Background: an optimization exercise with open tools, aiming at small area, a short achievable clock period and few clock cycles. Do not read the settings as production practice. In this exercise RTL edits were held to simulation tests only and were not proved equivalent to the original.

Setup of v1:
## piecewise_linear_pixel_map_top
module piecewise_linear_pixel_map_top (
	input  logic             clk,
	input  logic             arst_n,
	input  logic             s_tvalid,
	output logic             s_tready,
	input  logic [7:0]       s_tdata,     
	output logic             m_tvalid,
	input  logic             m_tready,
	output logic [7:0]       m_tdata,     
	input  logic             cfg_we,
	input  logic [IDX_W-1:0] cfg_addr,
	input  logic [PT_W-1:0]  cfg_wdata
);
	localparam int LAT   = 7;             
	localparam int QD    = LAT + 2;       
	localparam int CR_W  = $clog2(QD + 1);
	logic [6:1]       nv_q;               
	logic [5:0][PIX_W-1:0] ppos_q, plev_q;
	logic [PT_W-1:0]  cfg_d;
	assign cfg_d = cfg_wdata & {PT_W{arst_n}};
	always_ff @(posedge clk) begin
		if (!arst_n || (cfg_we && cfg_addr == REG_COUNT)) begin
			for (int j = 1; j <= 6; j++) nv_q[j] <= (cfg_d[CNT_W-1:0] >= CNT_W'(j));
		end
		for (int i = 0; i < 6; i++) begin
			if (!arst_n || (cfg_we && cfg_addr == IDX_W'(i + 1))) begin
				ppos_q[i] <= cfg_d[PT_W-1:PIX_W];
				plev_q[i] <= cfg_d[PIX_W-1:0];
			end
		end
	end
	logic              acc, pop, push;
	logic [PIX_W-1:0]  res;
	logic [CR_W-1:0]   cr_q, cr_d;
	logic              rdy_q;
	assign acc      = s_tvalid && rdy_q;
  ...
For scale: ~2,200 cells after synthesis, ~480 flip-flops, about 42 I/O pins, about 0.024 mm^2 of cells after synthesis.
export LEC_CHECK = 0
export CAP_MARGIN = 20
export CORE_MARGIN = 2
export CORE_UTILIZATION = 55
export CTS_CLUSTER_DIAMETER = 100
export CTS_CLUSTER_SIZE = 20
export SETUP_SLACK_MARGIN = 4.5
export SLEW_MARGIN = 20
create_clock -name core_clock -period 8.5 [get_ports {clk}]
run.sh (not shown) runs the stock make flow with config.mk's settings and CLKGATE_MAP_FILE= SYNTH_SCRIPT=/design/flow/synth_recipe.tcl, a recipe that flattens the netlist after the stock synthesis.
Testbench counts of v1, summed over its fixed seeds: cycles 131,360.
--- input diff v1..v54 ---
-- flow/config.mk --
<<< v1, line 9
export CORE_MARGIN = 2
export CORE_UTILIZATION = 55
export CTS_CLUSTER_DIAMETER = 100
export CTS_CLUSTER_SIZE = 20
export SETUP_SLACK_MARGIN = 4.5
export SLEW_MARGIN = 20
>>> v54, line 9
export CORE_MARGIN = 2
export CORE_UTILIZATION = 68
export CTS_CLUSTER_DIAMETER = 100
export CTS_CLUSTER_SIZE = 20
export SETUP_SLACK_MARGIN = 5.0
export SLEW_MARGIN = 20
Notes after the runs:
v1 → v54: final worst slack climbed 190 ps. Looking at all-layer global routing usage across v54 and v1, the one that comes out higher is v54. Net count reported at finish came out higher on v54 than on v1. Against v1, area taken by multi-input logic gates in v54 rose by a few percent. Delta (v54 minus v1): delay of the slowest cell on the worst path went down; placeable core region went down; post-synthesis to final-layout area growth went up. Of v54 and v1, the run reporting the lower routed wire length was v1. End point of the critical path = u_dp.e2_q[1]: v54; end point of the critical path = u_dp.e2_q[3]: v1.
diff inputs: v54 => v38
-- flow/config.mk --
<<< v54, line 9
export CORE_MARGIN = 2
export CORE_UTILIZATION = 68
export CTS_CLUSTER_DIAMETER = 100
export CTS_CLUSTER_SIZE = 20
export SETUP_SLACK_MARGIN = 5.0
export SLEW_MARGIN = 20
>>> v38, line 9
export CORE_MARGIN = 2
export CORE_UTILIZATION = 55
export CTS_CLUSTER_DIAMETER = 100
export CTS_CLUSTER_SIZE = 20
export SETUP_SLACK_MARGIN = 4.8
export SLEW_MARGIN = 20
## What came out
Maximum frequency in v38 is 8.9 MHz above v54. Worst hold slack sits lower in v38 than in v54. [v38] flip-flop and latch share of the layout cell area rose 0.67 points relative to v54. Sort v38 and v54 by count of routing violations after the opening detailed-route iteration, descending, and v54 comes first. The higher wire length came out of v54.
The following lists how v18 was set up differently from v38:
-- flow/config.mk --
<<< v38, line 10
export CORE_UTILIZATION = 55
export CTS_CLUSTER_DIAMETER = 100
export CTS_CLUSTER_SIZE = 20
export SETUP_SLACK_MARGIN = 4.8
export SLEW_MARGIN = 20
>>> v18, line 10
export CORE_UTILIZATION = 55
export CTS_CLUSTER_DIAMETER = 80
export CTS_CLUSTER_SIZE = 30
export SETUP_SLACK_MARGIN = 5.0
export SLEW_MARGIN = 20
Changes observed in v18 relative to v38: final critical-path required period dropped 62 ps, setup slack after layout up 62 ps. Number of fillers in the final layout ends up higher on v38. or3b_4 as the cell with the largest stage delay on the worst path was reported by v18, and ha_1 by v38. Row sequential share of layout area: v18 lower / v38 higher. Looking only at later-pin clock latency in the skew report, and setting everything else aside, the lower value of v38 and v18 goes to v38.

* * *

## v51
Starting RTL as in the previous note.
Settings: LEC_CHECK=0, CAP_MARGIN=20, CORE_MARGIN=2, CORE_UTILIZATION=55, CTS_CLUSTER_DIAMETER=100, CTS_CLUSTER_SIZE=20, SETUP_SLACK_MARGIN=5.0, SLEW_MARGIN=20; clock period 8.5 ns.
Testbench counts of v51, summed over its fixed seeds: cycles 131,360.
Relative to v51, the following input files were edited for v37:
- CTS_CLUSTER_DIAMETER no longer set, was 100
- CTS_CLUSTER_SIZE no longer set, was 20
--- outcome ---
- No run among v37 and v51 stopped early or left any final violation; all are clean.
- The share of the clock period used by the worst path of v37 and that of v51 are within noise of each other.
- On v37: final standard cell utilization of the core is 2.4 points higher than what v51 gave.
- v37 against v51: aggregate routed wire length went up by 1.1%, worst hold slack shrank by 0.0070 ns.
- v37 ends up with a relative max-transition margin that is 2.6 points higher than in v51.
- Going from v51 to v37, ratio of cells with drive above 1 in the final layout now sits higher; number of fillers in the final layout now sits lower; logic depth of the worst path, buffers included now sits higher.
The inputs of v33 differ from those of v37 as listed below.
- an added CTS_CLUSTER_DIAMETER of 150
- an added CTS_CLUSTER_SIZE of 16
### Flow results
v37 → v33: per-instance average area after synthesis about even, worst hold slack about even. The via count reported for v33 is lower than the one for v37. | cell area | v33 vs v37 | better |. Comparing v33 against v37, there is no change at all in pin count of the biggest net entering global routing. Per the comparison of v33 with v37, final net count about even; smallest setup slack after layout down 0.015 ns; count of clock-net buffers in the final layout lost 14. Re depth of the CTS H-tree: no difference whatsoever between v37 and v33.
--- input diff v33..v46 ---
- changing CTS_CLUSTER_SIZE from 16 to 20
- changing CTS_CLUSTER_DIAMETER from 150 to 200
--- outcome ---
Number of detailed-route iterations in the first pass: v46 vs v33 up 2. v46 ended up with a lower number of inserted diodes than v33 did. Re fmax: v46 is about 0.33% down on v33. Re flip-flop and latch count: no difference whatsoever between v46 and v33. v33 vs v46, cell with the largest stage delay on the worst path: sky130_fd_sc_hd__nor3_4 vs sky130_fd_sc_hd__a211oi_2. Compare v33 and v46 | met3 demand-to-capacity share in global routing higher: v33. Changes observed in v46 relative to v33: post-route worst setup slack saw a decrease; final area went down. Vias: v46 above v33. The global-route wire length before repair was comparable across v33 and v46.

-- afterwards: timing with drivers on the ports --
Ports are ideal in the flow. The routed layouts listed here were re-timed in OpenROAD.
Step 1: set_driving_cell puts a clkbuf_16 on clk and a buf_2 on each other input, an assumption about the parent block.
Step 2 also shifts input and output timing later by t, the mid clock arrival at the registers, as if the neighbouring blocks saw the same clock.
Slacks: ideal ports / drivers / drivers and shift; pairs: ideal ports / drivers.
run | t, ns | slack for setup (ns) | worst setup path after step 2 | clock arrival spread, ns | pins driven straight from the clock port
v1 | 0.644 | 4.533 / 4.575 / 3.931 | input to register | 0.020 / 0.020 | 1
v54 | 0.627 | 4.723 / 4.730 / 4.103 | input to register | 0.016 / 0.017 | 1
v38 | 0.625 | 4.846 / 4.879 / 4.256 | input to register | 0.027 / 0.027 | 1
v18 | 0.636 | 4.908 / 4.908 / 4.316 | input to register | 0.034 / 0.034 | 1
v51 | 0.639 | 4.907 / 4.921 / 4.282 | input to register | 0.022 / 0.022 | 1
v37 | 0.635 | 4.895 / 4.895 / 4.268 | input to register | 0.035 / 0.035 | 1
v33 | 0.607 | 4.881 / 4.886 / 4.279 | input to register | 0.050 / 0.051 | 1
v46 | 0.643 | 4.869 / 4.874 / 4.231 | input to register | 0.019 / 0.019 | 1
After both steps setup and hold are still met in every run listed. The setup slack of v46, which loses most, moves by +0.005 ns with the drivers and by -0.638 ns with both steps.
